From an optimization exercise on the open Yosys and OpenROAD flow, aimed at small area; shortcuts taken in it are not production practice.
Only simulation tests tie the RTL to the original design; equivalence was not proved.
Power figures rest on the tool's default switching activity, not on a simulated workload.

==> design/flow/design.v <==
package llsc_rwl_pkg;
  localparam int MaxHeld = 16;
  localparam int CntW    = $clog2(MaxHeld + 1);
  localparam int IdxW    = (MaxHeld > 1) ? $clog2(MaxHeld) : 1;
  localparam int CfgIdxW = 2;
  localparam logic [63:0] ExclBit     = 64'h8000_0000_0000_0000;
  localparam logic [63:0] SharedFull  = 64'h7FFF_FFFF_FFFF_FFFF;
  localparam logic [15:0] WordBytes   = 16'd8;
  typedef enum logic [1:0] {
    FuncAcquire = 2'd0,
    FuncLlResp  = 2'd1,
    FuncScResp  = 2'd2,
    FuncRelease = 2'd3
  } func_e;
  typedef enum logic [2:0] {
    KindLl    = 3'd0,
    KindSc    = 3'd1,
    KindRead  = 3'd2,
    KindWrite = 3'd3,
    KindNone  = 3'd4
  } kind_e;
  typedef enum logic [2:0] {
    StPending   = 3'd0,
    StAcquired  = 3'd1,
    StReleased  = 3'd2,
    StRestart   = 3'd3,
    StBadPhase  = 3'd4,
    StBadShared = 3'd5,
    StOverflow  = 3'd6
  } status_e;
  typedef enum logic [2:0] {
    PhIdle  = 3'd0,
    PhAcqLl = 3'd1,
    PhAcqSc = 3'd2,
    PhRelLl = 3'd3,
    PhRelSc = 3'd4
  } phase_e;
  typedef enum logic [CfgIdxW-1:0] {
    CfgNodeId      = 2'd0,
    CfgHeaderBytes = 2'd1,
    CfgNodeBytes   = 2'd2,
    CfgRestartAddr = 2'd3
  } cfg_idx_e;
  typedef struct packed {
    logic [1:0]  func;
    logic [63:0] lock_address;
    logic        want_exclusive;
    logic [63:0] response_data;
    logic        store_failed;
    logic        restart_after;
  } in_t;
  typedef struct packed {
    logic [2:0]  req_kind;
    logic [63:0] req_address;
    logic [15:0] req_bytes;
    logic [63:0] req_data;
    logic [2:0]  status;
    logic        mismatch_warning;
    logic [31:0] attempts;
  } out_t;
  localparam int OutW = 3 + 64 + 16 + 64 + 3 + 1 + 32;
  localparam int InW  = 2 + 64 + 1 + 64 + 1 + 1;
endpackage
module llsc_rwl_fifo (
  input  logic               clk_i,
  input  logic               rst_ni,
  input  logic               push_i,
  input  llsc_rwl_pkg::out_t push_data_i,
  output logic               room_o,
  output logic               out_valid_o,
  input  logic               out_ready_i,
  output logic [llsc_rwl_pkg::OutW-1:0] out_data_o
);
  logic [llsc_rwl_pkg::OutW-1:0] mem_q [2];
  logic       wr_ptr_q, wr_ptr_d;
  logic       rd_ptr_q, rd_ptr_d;
  logic [1:0] cnt_q, cnt_d;
  logic       pop;
  assign pop         = out_valid_o && out_ready_i;
  assign out_valid_o = (cnt_q != 2'd0);
  assign out_data_o  = mem_q[rd_ptr_q];
  assign room_o      = (cnt_q != 2'd2);
  always_comb begin
    wr_ptr_d = push_i ? ~wr_ptr_q : wr_ptr_q;
    rd_ptr_d = pop ? ~rd_ptr_q : rd_ptr_q;
    cnt_d    = cnt_q + {1'b0, push_i} - {1'b0, pop};
  end
  always_ff @(posedge clk_i or negedge rst_ni) begin
    if (!rst_ni) begin
      wr_ptr_q <= 1'b0;
      rd_ptr_q <= 1'b0;
      cnt_q    <= 2'd0;
    end else begin
      wr_ptr_q <= wr_ptr_d;
      rd_ptr_q <= rd_ptr_d;
      cnt_q    <= cnt_d;
    end
  end
  always_ff @(posedge clk_i) begin
    if (push_i) begin
      mem_q[wr_ptr_q] <= push_data_i;
    end
  end
endmodule
module ll_sc_reader_writer_lock_engine (
  input  logic                                 clk_i,
  input  logic                                 rst_ni,
  input  logic                                 in_valid_i,
  output logic                                 in_ready_o,
  input  logic [llsc_rwl_pkg::InW-1:0]         in_data_i,
  output logic                                 out_valid_o,
  input  logic                                 out_ready_i,
  output logic [llsc_rwl_pkg::OutW-1:0]        out_data_o,
  input  logic                                 cfg_valid_i,
  output logic                                 cfg_ready_o,
  input  logic [llsc_rwl_pkg::CfgIdxW-1:0]     cfg_index_i,
  input  logic [63:0]                          cfg_data_i
);
  typedef logic [llsc_rwl_pkg::CntW-1:0] cnt_t;
  typedef logic [llsc_rwl_pkg::IdxW-1:0] idx_t;
  logic [31:0] node_id_q;
  logic [6:0]  header_bytes_q;
  logic [15:0] node_bytes_q;
  logic [63:0] restart_addr_q;
  logic              s1_valid_q, s1_valid_d;
  llsc_rwl_pkg::in_t s1_data_q;
  logic              s1_go;
  logic              fifo_room;
  llsc_rwl_pkg::phase_e phase_q, phase_d;
  cnt_t        held_cnt_q, held_cnt_d;
  cnt_t        rel_pos_q, rel_pos_d;
  logic [63:0] tgt_addr_q, tgt_addr_d;
  logic        tgt_excl_q, tgt_excl_d;
  logic [31:0] attempt_q, attempt_d;
  logic        restart_q, restart_d;
  logic [63:0] held_addr_q [llsc_rwl_pkg::MaxHeld];
  logic        held_excl_q [llsc_rwl_pkg::MaxHeld];
  logic        push_en;
  cnt_t        rd_pos;
  cnt_t        rd_pos_m1;
  idx_t        rd_idx;
  logic [63:0] rd_addr;
  logic        rd_excl;
  llsc_rwl_pkg::out_t res;
  assign cfg_ready_o = 1'b1;
  assign s1_go       = s1_valid_q && fifo_room;
  assign in_ready_o  = !s1_valid_q || s1_go;
  always_comb begin
    s1_valid_d = s1_valid_q;
    if (in_valid_i && in_ready_o) begin
      s1_valid_d = 1'b1;
    end else if (s1_go) begin
      s1_valid_d = 1'b0;
    end
  end
  always_comb begin
    rd_pos = rel_pos_q;
    if (s1_data_q.func == llsc_rwl_pkg::FuncRelease && phase_q == llsc_rwl_pkg::PhIdle) begin
      rd_pos = held_cnt_q;
    end else if (s1_data_q.func == llsc_rwl_pkg::FuncScResp
                 && phase_q == llsc_rwl_pkg::PhRelSc && !s1_data_q.store_failed
                 && rel_pos_q != '0) begin
      rd_pos = rel_pos_q - cnt_t'(1);
    end
    rd_pos_m1 = rd_pos - cnt_t'(1);
    rd_idx    = (rd_pos == '0) ? '0 : rd_pos_m1[llsc_rwl_pkg::IdxW-1:0];
    rd_addr   = held_addr_q[rd_idx];
    rd_excl   = held_excl_q[rd_idx];
  end
  always_comb begin
    logic [63:0] ours;
    logic [63:0] w;
    logic [31:0] att_inc;
    logic        shared_ok;
    ours      = llsc_rwl_pkg::ExclBit | {32'd0, node_id_q};
    w         = s1_data_q.response_data;
    att_inc   = (attempt_q == 32'hFFFF_FFFF) ? attempt_q : attempt_q + 32'd1;
    shared_ok = !w[63] && !tgt_excl_q && (w != llsc_rwl_pkg::SharedFull);
    phase_d    = phase_q;
    held_cnt_d = held_cnt_q;
    rel_pos_d  = rel_pos_q;
    tgt_addr_d = tgt_addr_q;
    tgt_excl_d = tgt_excl_q;
    attempt_d  = attempt_q;
    restart_d  = restart_q;
    push_en    = 1'b0;
    res.req_kind         = llsc_rwl_pkg::KindNone;
    res.req_address      = '0;
    res.req_bytes        = '0;
    res.req_data         = '0;
    res.status           = llsc_rwl_pkg::StPending;
    res.mismatch_warning = 1'b0;
    res.attempts         = attempt_q;
    unique case (s1_data_q.func)
      llsc_rwl_pkg::FuncAcquire: begin
        if (phase_q != llsc_rwl_pkg::PhIdle) begin
          res.status = llsc_rwl_pkg::StBadPhase;
        end else if (held_cnt_q >= cnt_t'(llsc_rwl_pkg::MaxHeld)) begin
          res.status = llsc_rwl_pkg::StOverflow;
        end else begin
          tgt_addr_d      = s1_data_q.lock_address;
          tgt_excl_d      = s1_data_q.want_exclusive;
          attempt_d       = 32'd1;
          phase_d         = llsc_rwl_pkg::PhAcqLl;
          res.req_kind    = llsc_rwl_pkg::KindLl;
          res.req_address = s1_data_q.lock_address;
          res.req_bytes   = {9'd0, header_bytes_q};
          res.attempts    = 32'd1;
        end
      end
      llsc_rwl_pkg::FuncLlResp: begin
        if (phase_q == llsc_rwl_pkg::PhAcqLl) begin
          if (w == '0 || shared_ok) begin
            phase_d         = llsc_rwl_pkg::PhAcqSc;
            res.req_kind    = llsc_rwl_pkg::KindSc;
            res.req_address = tgt_addr_q;
            res.req_bytes   = llsc_rwl_pkg::WordBytes;
            res.req_data    = tgt_excl_q ? ours : w + 64'd1;
          end else if (tgt_excl_q && w == ours) begin
            attempt_d       = '0;
            phase_d         = llsc_rwl_pkg::PhIdle;
            res.req_kind    = llsc_rwl_pkg::KindRead;
            res.req_address = tgt_addr_q + {57'd0, header_bytes_q};
            res.req_bytes   = node_bytes_q;
            res.status      = llsc_rwl_pkg::StAcquired;
          end else begin
            attempt_d       = att_inc;
            res.req_kind    = llsc_rwl_pkg::KindLl;
            res.req_address = tgt_addr_q;
            res.req_bytes   = {9'd0, header_bytes_q};
            res.attempts    = att_inc;
          end
        end else if (phase_q == llsc_rwl_pkg::PhRelLl) begin
          if (!rd_excl && (w == '0 || w[63])) begin
            res.status = llsc_rwl_pkg::StBadShared;
          end else begin
            phase_d              = llsc_rwl_pkg::PhRelSc;
            res.req_kind         = llsc_rwl_pkg::KindSc;
            res.req_address      = rd_addr;
            res.req_bytes        = llsc_rwl_pkg::WordBytes;
            res.req_data         = rd_excl ? '0 : w - 64'd1;
            res.mismatch_warning = rd_excl && (w != ours);
          end
        end else begin
          res.status = llsc_rwl_pkg::StBadPhase;
        end
      end
      llsc_rwl_pkg::FuncScResp: begin
        if (phase_q == llsc_rwl_pkg::PhAcqSc) begin
          if (s1_data_q.store_failed) begin
            attempt_d       = att_inc;
            phase_d         = llsc_rwl_pkg::PhAcqLl;
            res.req_kind    = llsc_rwl_pkg::KindLl;
            res.req_address = tgt_addr_q;
            res.req_bytes   = {9'd0, header_bytes_q};
            res.attempts    = att_inc;
          end else begin
            if (held_cnt_q < cnt_t'(llsc_rwl_pkg::MaxHeld)) begin
              push_en    = 1'b1;
              held_cnt_d = held_cnt_q + cnt_t'(1);
            end
            attempt_d       = '0;
            phase_d         = llsc_rwl_pkg::PhIdle;
            res.req_kind    = llsc_rwl_pkg::KindRead;
            res.req_address = tgt_addr_q + {57'd0, header_bytes_q};
            res.req_bytes   = node_bytes_q;
            res.status      = llsc_rwl_pkg::StAcquired;
          end
        end else if (phase_q == llsc_rwl_pkg::PhRelSc) begin
          rel_pos_d = rd_pos;
          if (s1_data_q.store_failed || rd_pos != '0) begin
            phase_d         = llsc_rwl_pkg::PhRelLl;
            res.req_kind    = llsc_rwl_pkg::KindLl;
            res.req_address = rd_addr;
            res.req_bytes   = {9'd0, header_bytes_q};
          end else begin
            held_cnt_d = '0;
            phase_d    = llsc_rwl_pkg::PhIdle;
            if (restart_q) begin
              restart_d       = 1'b0;
              res.req_kind    = llsc_rwl_pkg::KindWrite;
              res.req_address = restart_addr_q;
              res.req_bytes   = llsc_rwl_pkg::WordBytes;
              res.status      = llsc_rwl_pkg::StRestart;
            end else begin
              res.status = llsc_rwl_pkg::StReleased;
            end
          end
        end else begin
          res.status = llsc_rwl_pkg::StBadPhase;
        end
      end
      llsc_rwl_pkg::FuncRelease: begin
        if (phase_q != llsc_rwl_pkg::PhIdle) begin
          res.status = llsc_rwl_pkg::StBadPhase;
        end else if (held_cnt_q == '0) begin
          res.status = llsc_rwl_pkg::StReleased;
        end else begin
          restart_d       = s1_data_q.restart_after;
          rel_pos_d       = held_cnt_q;
          phase_d         = llsc_rwl_pkg::PhRelLl;
          res.req_kind    = llsc_rwl_pkg::KindLl;
          res.req_address = rd_addr;
          res.req_bytes   = {9'd0, header_bytes_q};
        end
      end
      default: begin
        res.status = llsc_rwl_pkg::StBadPhase;
      end
    endcase
    if (res.status == llsc_rwl_pkg::StBadPhase || res.status == llsc_rwl_pkg::StBadShared) begin
      phase_d      = llsc_rwl_pkg::PhIdle;
      held_cnt_d   = '0;
      rel_pos_d    = '0;
      restart_d    = 1'b0;
      attempt_d    = '0;
      res.attempts = '0;
    end
  end
  always_ff @(posedge clk_i or negedge rst_ni) begin
    if (!rst_ni) begin
      node_id_q      <= '0;
      header_bytes_q <= 7'd8;
      node_bytes_q   <= 16'd256;
      restart_addr_q <= '0;
    end else if (cfg_valid_i && cfg_ready_o) begin
      unique case (cfg_index_i)
        llsc_rwl_pkg::CfgNodeId:      node_id_q      <= cfg_data_i[31:0];
        llsc_rwl_pkg::CfgHeaderBytes: header_bytes_q <= cfg_data_i[6:0];
        llsc_rwl_pkg::CfgNodeBytes:   node_bytes_q   <= cfg_data_i[15:0];
        llsc_rwl_pkg::CfgRestartAddr: restart_addr_q <= cfg_data_i;
        default:                      node_id_q      <= node_id_q;
      endcase
    end
  end
  always_ff @(posedge clk_i or negedge rst_ni) begin
    if (!rst_ni) begin
      s1_valid_q <= 1'b0;
      phase_q    <= llsc_rwl_pkg::PhIdle;
      held_cnt_q <= '0;
      rel_pos_q  <= '0;
      tgt_addr_q <= '0;
      tgt_excl_q <= 1'b0;
      attempt_q  <= '0;
      restart_q  <= 1'b0;
    end else begin
      s1_valid_q <= s1_valid_d;
      if (s1_go) begin
        phase_q    <= phase_d;
        held_cnt_q <= held_cnt_d;
        rel_pos_q  <= rel_pos_d;
        tgt_addr_q <= tgt_addr_d;
        tgt_excl_q <= tgt_excl_d;
        attempt_q  <= attempt_d;
        restart_q  <= restart_d;
      end
    end
  end
  always_ff @(posedge clk_i) begin
    if (in_valid_i && in_ready_o) begin
      s1_data_q <= llsc_rwl_pkg::in_t'(in_data_i);
    end
    if (s1_go && push_en) begin
      held_addr_q[held_cnt_q[llsc_rwl_pkg::IdxW-1:0]] <= tgt_addr_q;
      held_excl_q[held_cnt_q[llsc_rwl_pkg::IdxW-1:0]] <= tgt_excl_q;
    end
  end
  llsc_rwl_fifo u_fifo (
    .clk_i       (clk_i),
    .rst_ni      (rst_ni),
    .push_i      (s1_go),
    .push_data_i (res),
    .room_o      (fifo_room),
    .out_valid_o (out_valid_o),
    .out_ready_i (out_ready_i),
    .out_data_o  (out_data_o)
  );
endmodule
==> design/flow/run.sh <==
#!/bin/bash
# synth_recipe.tcl (not shown) runs the flow's synth.tcl, then flattens the netlist and writes it again
# the make line also repeats each setting of config.mk as NAME=value (left out here)
make -C /OpenROAD-flow-scripts/flow DESIGN_CONFIG=/design/flow/config.mk WORK_HOME=/design/flow/orfs CLKGATE_MAP_FILE= SYNTH_SCRIPT=/design/flow/synth_recipe.tcl finish
==> design/flow/config.mk <==
export PLATFORM = sky130hd
export DESIGN_NAME = ll_sc_reader_writer_lock_engine
export DESIGN_NICKNAME = ll_sc_reader_writer_lock_engine
export VERILOG_FILES = /design/flow/design.v
export SDC_FILE = /design/flow/constraint.sdc
export NUM_CORES = 4
export LEC_CHECK = 0
export CAP_MARGIN = 20
export CORE_MARGIN = 2
export CORE_UTILIZATION = 35
export SLEW_MARGIN = 20
==> design/flow/constraint.sdc <==
create_clock -name core_clock -period 6.5 [get_ports {clk_i}]
set_input_delay 1.3000 -clock core_clock [delete_from_list [all_inputs] [get_ports {clk_i}]]
set_output_delay 1.3000 -clock core_clock [all_outputs]
set_load 0.01 [all_outputs]
==> summary.txt <==
sequential cells by signal, summed over array words and instances, names as in the netlist:
register,count
restart_addr_q,64
header_bytes_q,7
u_fifo.wr_ptr_q,1
restart_q,1
node_bytes_q,16
node_id_q,32
s1_data_q,133
attempt_q,32
tgt_excl_q,1
u_fifo.cnt_q,2
phase_q,3
u_fifo.rd_ptr_q,1
u_fifo.mem_q,366
s1_valid_q,1
rel_pos_q,5
held_addr_q,1024
held_excl_q,16
tgt_addr_q,64
held_cnt_q,5
how the worst max path moves through the flow:
stage / from / to / slack, ns / depth (start not counted)
floorplan: u_fifo.cnt_q[1] / u_fifo.mem_q[0][0] / 0.50 / 4
global placement: s1_data_q[131] / u_fifo.mem_q[0][131] / 0.82 / 18
detailed placement: s1_data_q[131] / u_fifo.mem_q[1][131] / 0.70 / 18
CTS: s1_data_q[131] / u_fifo.mem_q[1][131] / 0.61 / 18
global route: s1_data_q[131] / u_fifo.mem_q[1][131] / 0.14 / 18
finish: s1_data_q[131] / u_fifo.mem_q[1][131] / 0.45 / 18
metal layers:
| metal | global-route usage, % | vias up |
|---|---|---|
| met4 | 9.85 | 8 |
| li1 | - | 24436 |
| met2 | 35.7 | 3541 |
| met1 | 33.8 | 29278 |
| met5 | 0.0414 | - |
| met3 | 4.61 | 548 |
power breakdown:
| part | switching [W] | internal, W |
|---|---|---|
| Combinational | 0.0134 | 0.00683 |
| Clock | 0.00451 | 0.00596 |
| Sequential | 0.00176 | 0.0150 |
| Total | 0.0197 | 0.0278 |
stage by stage:
step	hold slack [ns]	instances	instance area [µm²]
6_report	0.496	9595	93500
5_1_grt	0.511	9593	93500
4_1_cts	0.498	9585	93500
3_5_place_dp	0.470	9249	87600
3_3_place_gp	0.480	9249	87600
2_1_floorplan	0.452	6163	79600
worst max-delay path, stage by stage (launching register included):
cell	delay, ns
edfxtp_1	0.43
inv_1	0.15
ha_1	0.23
nor2b_1	0.48
and3_1	0.26
a211oi_1	0.12
a21oi_1	0.18
ha_1	0.24
o211ai_1	0.25
a211oi_4	0.51
buf_4	0.23
nor2_1	0.06
o41ai_1	0.76
o221ai_1	0.33
nand3_2	0.62
buf_12	0.25
a21oi_1	0.05
a2111oi_0	0.44
o32ai_1	0.17
cell families after synthesis:
group / count (synthesis) / share of synthesized area (%)
mux: 400 / 5.65
compound gates: 1340 / 12.4
fa+ha+maj: 23 / 0.371
simple gates: 1833 / 10.8
flops: 1774 / 65.4
xor+xnor: 237 / 2.61
buf+inv: 555 / 2.76
other cells: 1 / 0.00471
synth_stat cells (24+ instances only):
master	n	share of area, %
a2111oi_0	24	0.26
a211oi_1	136	1.3
a21oi_1	208	1.3
a221o_1	62	0.78
a221oi_1	234	2.6
a22oi_1	52	0.49
a311oi_1	95	1.0
a31oi_1	85	0.67
and2_1	42	0.33
and3_1	121	0.95
buf_1	55	0.26
buf_2	68	0.43
clkbuf_1	387	1.8
dfrtp_1	233	7.3
edfxtp_1	1539	58
inv_1	36	0.17
mux2_2	373	5.3
mux2i_1	24	0.30
nand2_1	729	3.4
nand3_1	218	1.4
nand4_1	38	0.30
nor2_1	295	1.4
nor3_1	199	1.3
nor4_1	36	0.28
o21ai_0	152	0.96
o22ai_1	61	0.48
o31ai_1	25	0.24
or3_1	37	0.29
xnor2_1	127	1.4
xor2_1	110	1.2
cell type report:
type	count	area [µm²]
Tap cell	3009	3760
Antenna cell	10	25.0
Clock inverter	104	1050
Clock buffer	232	4840
Timing Repair Buffer	593	5930
Fill cell	20957	133000
Sequential cell	1774	52100
Inverter	39	154
Multi-Input combinational cell	3834	25700
==> run_results.csv <==
group,metric,value,unit
route,drc_errors,0,
sta,timing.setup.tns,0,ns
route,wl_met2,126000,µm
finish,drive_above_1_share,14.6,%
floorplanning,fp.dieW,481,µm
route,top_layer,"met5",
sta,tightestPinTransition,1.14,ns
cts,path_clk_slew,0.06,ns
worst_setup_path,critPathKind,"flip-flop to flip-flop",
synth,async_flop_share,13.2,%
finish,fin_nets,6650,
global_route,grt_max_degree,141,
global_route,grt_overflow,0,
pwr,leakage,31.0,nW
synth,synth.yosys.seq_area_share,65.4,%
sta,fmax,165,MHz
sta,finalCritPeriodShare,93.1,%
worst_setup_path,r2r-end,"u_fifo.mem_q[1][131]",
min_path,min_to,"node_bytes_q[10]",
worst_setup_path,r2r-start,"s1_data_q[131]",
route,routed_wl,286000,µm
synth,synth_cell_type_count,95,
route,vias,57811,
finish,layout_common_cells,"edfxtp_1 (1,539), nand2_1 (727), clkdlybuf4s50_1 (387), mux2_2 (372), nor2_1 (274)",
worst_setup_path,critPathArrivalTime,6.59,ns
finish,final_core_util,41.2,%
sta,maxSlewHeadroom,23.7,%
synth,synth_edf_count,1539,
pwr,p_per_area,507,mW/mm²
place,io_buffers,388,
floorplanning,initial_utilization,35.1,%
place,dp_hpwl,177000,µm
min_path,holdCritPathClass,"flip-flop to flip-flop",
flow_run,drv_cap,0,
route,dr_wl_met3,29600,µm
sta,fin_crit,6.05,ns
floorplanning,io_pins,390,
global_route,grt_pass1_wl,402000,µm
cts,htree_num_levels,4,
worst_setup_path,crit_path_start_kind,"flip-flop",
pwr,ir_drop,0.000695,V
cts,postCtsSetupBuffers,0,
floorplanning,fp-row-count,175,
synth,synth-seq-cells,1774,
worst_setup_path,cp_max_fo,18,
cts,cts_sinks,1774,
synth,synth_nets,6390,
sta,grt_setup_unrepaired,"false",
global_route,antenna_found_initial,18,
cts,hold_buffers,0,
floorplanning,fp.dieH,481,µm
cts,cts_tree,"built",
floorplanning,core_area,0.227,mm²
sta,drv_slew,0,
worst_setup_path,required,7.04,ns
place,place.gp.congestion,0.950,
route,post_drt_via_cell_ratio,6.03,
cts,clock_latency,0.83,ns
global_route,grt_pass1_vias,54363,
route,antenna_left,0,
sta,finClkSkew,0.0404,ns
worst_setup_path,rr_worst_depth,18,
route,wl_met1,118000,µm
cts,cts_resized,0,
finish,area_delta_synth_final,17.5,%
sta,setup_viol,0,
synth,synth_ff_type,"edfxtp_1",
global_route,track_usage,23.8,%
place,pre_cts_ws,0.697,ns
synth,synthesis.area,0.0796,mm²
min_path,whs_path_depth,1,
run_status,status,"timing/DRC/antenna clean",
cts,root_buffer,"clkbuf_16",
sta,hold_violations,0,
floorplanning,die_area,0.231,mm²
finish,final_common_cell,"edfxtp_1",
worst_setup_path,endpoint_kind,"flip-flop",
synth,ys_warn_count,2,
route,drt-initial-drc-count,7978,
min_path,min_from,"node_bytes_q[10]",
synth,synth_area_per_cell,12.9,µm²
sta,worst_slack,0.448,ns
cts,cts_buffers,181,
cts,cts_max_path_buffers,3,
route,wl_per_cell,29.8,µm
pwr,design_power_total,0.0475,W
route,drt-pass1-iter-count,7,
synth,synthCells,6163,
worst_setup_path,r2r_slack,0.45,ns

what the ideal ports hide:
How much do the figures lean on ideal ports? The routed layout below was timed once more, with nothing changed but the port constraints. Step 1 assumes that a clkbuf_16 drives the clock port and a buf_2 every other input. Step 2, shift: input delay + t, output delay - t, t = (earliest + latest rising clock arrival at the registers) / 2. This alone moves slack from input paths to output paths. Three values: ideal, step 1, step 2; two values: the first two.
shift t [ns]: 0.897
slack for setup (ns): 0.448 / 0.448 / 0.448
worst register clock-pin slew, ns: 0.07 / 0.07
cell pins on the clock port's net: 1
After both steps this run still meets setup and hold. For this run, drivers alone change the setup slack by 0.000 ns; drivers and shift together by 0.000 ns.
